From an optimization exercise on the open Yosys and OpenROAD flow, aimed at small area, a short achievable clock period and few clock cycles per item; shortcuts taken in it are not production practice. The RTL was checked by simulation tests, not by an equivalence proof against the original design.

==> flow/design.v (excerpt) <==
module fp_mul_sched_top (
    input  logic         clk,
    input  logic         reset_n,
    input  logic [3:0]   req_valid,
    input  logic [127:0] req_x,
    input  logic [127:0] req_y,
    output logic [3:0]   req_ready,
    output logic         res_valid,
    input  logic         res_ready,
    output logic [1:0]   res_id,
    output logic [31:0]  res_data,
    output logic [4:0]   res_flags,
    output logic         busy
);
Settings: LEC_CHECK=0, CAP_MARGIN=20, CORE_MARGIN=2, CORE_UTILIZATION=40, SETUP_SLACK_MARGIN=2.5, SLEW_MARGIN=20; clock period 10.5 ns.
run.sh (not shown) runs the stock make flow with config.mk's settings and CLKGATE_MAP_FILE= SYNTH_SCRIPT=/design/flow/synth_recipe.tcl, a recipe that flattens the netlist after the stock synthesis.
Testbench counts at the start, summed over its fixed seeds: cycles 2,056, items 2,048.
Next try:
==> flow/flow/run.sh (new file) <==
#!/bin/bash
# Layout flow: the standard flow (standard.sh) with two changes after synthesis:
# the port buffers are the small sky130_fd_sc_hd__buf_1 instead of the delay cell
# buffer_ports picks by default, and timing repair may swap a cell for one with a
# different footprint (MATCH_CELL_FOOTPRINT=0), so those buffers can be resized.
# Synthesis is the standard one, unchanged. Each step's output goes to its own log here.
set -uo pipefail
bash standard.sh synth > synth.log 2>&1 || exit 1
bash standard.sh "BUFFER_PORTS_ARGS=-buffer_cell sky130_fd_sc_hd__buf_1" MATCH_CELL_FOOTPRINT=0 finish > layout.log 2>&1 || exit 1
==> flow/standard.sh (new file) <==
#!/bin/bash
# synth_recipe.tcl (not shown) runs the flow's synth.tcl, then flattens the netlist and writes it again
# the make line also repeats each setting of config.mk as NAME=value (left out here)
make -C /OpenROAD-flow-scripts/flow DESIGN_CONFIG=/design/flow/config.mk WORK_HOME=/design/flow/orfs CLKGATE_MAP_FILE= SYNTH_SCRIPT=/design/flow/synth_recipe.tcl "${@:-finish}"
--- a/flow/config.mk
+++ b/flow/config.mk
@@ -11 +11 @@
-export SETUP_SLACK_MARGIN = 2.5
+export SETUP_SLACK_MARGIN = 3.5
removed: flow/run.sh
Result: Cell count came out higher by 3.2%. Via count came out higher by 3.4%. Utilization goes down by 0.62 points. Setup slack improves by 0.87 ns. Routed wire length grows by 3.1%. Final area went down by 1.3%. Synthesized area stays the same. Synthesized cell count does not change. Critical path depth went up by 3.
Next try:
--- a/flow/config.mk
+++ b/flow/config.mk
@@ -11 +11 @@
-export SETUP_SLACK_MARGIN = 3.5
+export SETUP_SLACK_MARGIN = 4.5
After rerunning: The new run passed the timing, DRC and antenna checks; sequential share of layout area falls by 1.4 points; die area stays the same; non-clock buffer count rises by 176; sequential cell count does not change; setup slack is better by 0.10 ns.

* * *

## build 70
Another version of the RTL of fp_mul_sched_top (not shown whole).
For scale: ~20000 um2 of cells after synthesis.
==> flow/config.mk <==
export PLATFORM = sky130hd
export DESIGN_NAME = fp_mul_sched_top
export DESIGN_NICKNAME = fp_mul_sched_top
export VERILOG_FILES = /design/flow/design.v
export SDC_FILE = /design/flow/constraint.sdc
export NUM_CORES = 4
export LEC_CHECK = 0
export ABC_AREA = 1
export CAP_MARGIN = 20
export CORE_MARGIN = 2
export CORE_UTILIZATION = 40
export CTS_BUF_LIST = sky130_fd_sc_hd__clkbuf_4 sky130_fd_sc_hd__clkbuf_8
export SETUP_SLACK_MARGIN = 4.0
export SLEW_MARGIN = 20
export SYNTH_HIERARCHICAL = 1
==> flow/constraint.sdc <==
create_clock -name core_clock -period 10.5 [get_ports {clk}]
set_input_delay 2.1000 -clock core_clock [delete_from_list [all_inputs] [get_ports {clk}]]
set_output_delay 2.1000 -clock core_clock [all_outputs]
set_load 0.01 [all_outputs]
standard.sh (not shown) runs the stock make flow with config.mk's settings and CLKGATE_MAP_FILE= SYNTH_SCRIPT=/design/flow/synth_recipe.tcl, a recipe that flattens the netlist after the stock synthesis.
==> flow/flow/run.sh <==
#!/bin/bash
# Layout flow: the standard flow (standard.sh) with two changes after synthesis:
# the port buffers are the small sky130_fd_sc_hd__buf_1 instead of the delay cell
# buffer_ports picks by default, and timing repair may swap a cell for one with a
# different footprint (MATCH_CELL_FOOTPRINT=0), so those buffers can be resized.
# Synthesis is the standard one, unchanged. Each step's output goes to its own log here.
set -uo pipefail
bash standard.sh synth > synth.log 2>&1 || exit 1
bash standard.sh "BUFFER_PORTS_ARGS=-buffer_cell sky130_fd_sc_hd__buf_1" MATCH_CELL_FOOTPRINT=0 finish > layout.log 2>&1 || exit 1
Every stage of the flow completed for build 70, and the final layout passed the timing, DRC and antenna checks.
Testbench counts of build 70, summed over its fixed seeds: cycles 2,056, items 2,048.
Modified inputs, build 33 compared to build 70
--- a/flow/config.mk
+++ b/flow/config.mk
@@ -11,4 +11,3 @@
 export CORE_UTILIZATION = 40
-export CTS_BUF_LIST = sky130_fd_sc_hd__clkbuf_4 sky130_fd_sc_hd__clkbuf_8
-export SETUP_SLACK_MARGIN = 4.0
+export SETUP_SLACK_MARGIN = 4.25
 export SLEW_MARGIN = 20
Notes after the runs:
Average wire per cell in the routed design grows by a few percent when moving from build 70 to build 33. Number of logic inverters in the finished layout was lower in the run labelled build 70.
Input-level comparison between build 10 and build 33:
--- a/flow/config.mk
+++ b/flow/config.mk
@@ -8,7 +8,7 @@
 export ABC_AREA = 1
-export CAP_MARGIN = 20
+export CAP_MARGIN = 5
 export CORE_MARGIN = 2
 export CORE_UTILIZATION = 40
-export SETUP_SLACK_MARGIN = 4.25
-export SLEW_MARGIN = 20
+export SETUP_SLACK_MARGIN = 4.0
+export SLEW_MARGIN = 5
 export SYNTH_HIERARCHICAL = 1
Final-report hold violation count: build 10 vs build 33 identical
In the metrics for build 33 and build 10, the one carrying the lower count of placed standard cells in the final layout, fillers left out is build 10.
On routability congestion estimate: build 10 sits above build 33.
Slack of the critical path sits lower in build 10 than in build 33.
Build 10: PASS, flow complete, no timing, DRC or antenna violations
Changes observed in build 10 relative to build 33: arrival time of the worst setup path picked up an extra 0.17 ns, top-level I/O count neither gained nor lost much, final clock period utilization by the worst path picked up an extra 1.6 points, routed wire length lost about 5%.
Edits applied to the flow inputs when going from build 10 to build 62:
--- a/flow/config.mk
+++ b/flow/config.mk
@@ -8,7 +8,9 @@
 export ABC_AREA = 1
-export CAP_MARGIN = 5
+export CAP_MARGIN = 20
 export CORE_MARGIN = 2
 export CORE_UTILIZATION = 40
+export CTS_BUF_LIST = sky130_fd_sc_hd__clkbuf_4 sky130_fd_sc_hd__clkbuf_8
+export PLACE_DENSITY = 0.75
 export SETUP_SLACK_MARGIN = 4.0
-export SLEW_MARGIN = 5
+export SLEW_MARGIN = 20
 export SYNTH_HIERARCHICAL = 1
--- outcome ---
- Between build 10 and build 62, the clock slew at the register clock pins of the worst setup and hold paths is lower for build 10.
- Cell area: build 10 and build 62 compared, higher one is build 10
- Between build 10 and build 62, the length in cells of the worst reg-to-reg path is lower for build 62.
- Taking build 62 over build 10, the routed wire length on met2 ratio works out to 0.907.
- Going from build 10 to build 62, global placement routability congestion lower; placeable core area roughly the same; routed via count lower.
- Looking at met3 track demand over resource in global routing across build 10 and build 62, the one that comes out lower is build 10.

==> static timing again, ports no longer ideal <==
The results above use ideal ports. As a check the final layouts listed here were re-extracted and re-timed, cells and wires unchanged. Step 1 sets driving cells, clkbuf_16 on the clock port and buf_2 on the other inputs (assumed; they add their load-dependent delay and slew). Step 2 also shifts input and output timing later by t, the mid clock arrival at the registers, as if the neighbouring blocks saw the same clock. a / b / c = no drivers / after step 1 / after step 2; a / b = the first two.
| run | t, ns | setup WS [ns] | worst slew at a driven data input, ns |
|---|---|---|---|
| the first run of note 1 | 0.427 | 2.660 / 2.680 / 2.253 | 0.08 |
| the second run of note 1 | 0.433 | 3.525 / 3.554 / 3.121 | 0.09 |
| the third run of note 1 | 0.444 | 3.627 / 3.627 / 3.184 | 0.08 |
| build 70 | 0.567 | 4.010 / 4.024 / 3.457 | 0.12 |
| build 33 | 0.510 | 4.275 / 4.309 / 3.799 | 0.11 |
| build 10 | 0.514 | 4.110 / 4.137 / 3.622 | 0.10 |
| build 62 | 0.542 | 4.126 / 4.158 / 3.616 | 0.07 |
After both steps setup and hold are still met in every run listed. The setup slack of build 70, which loses most, moves by +0.014 ns with the drivers and by -0.553 ns with both steps.
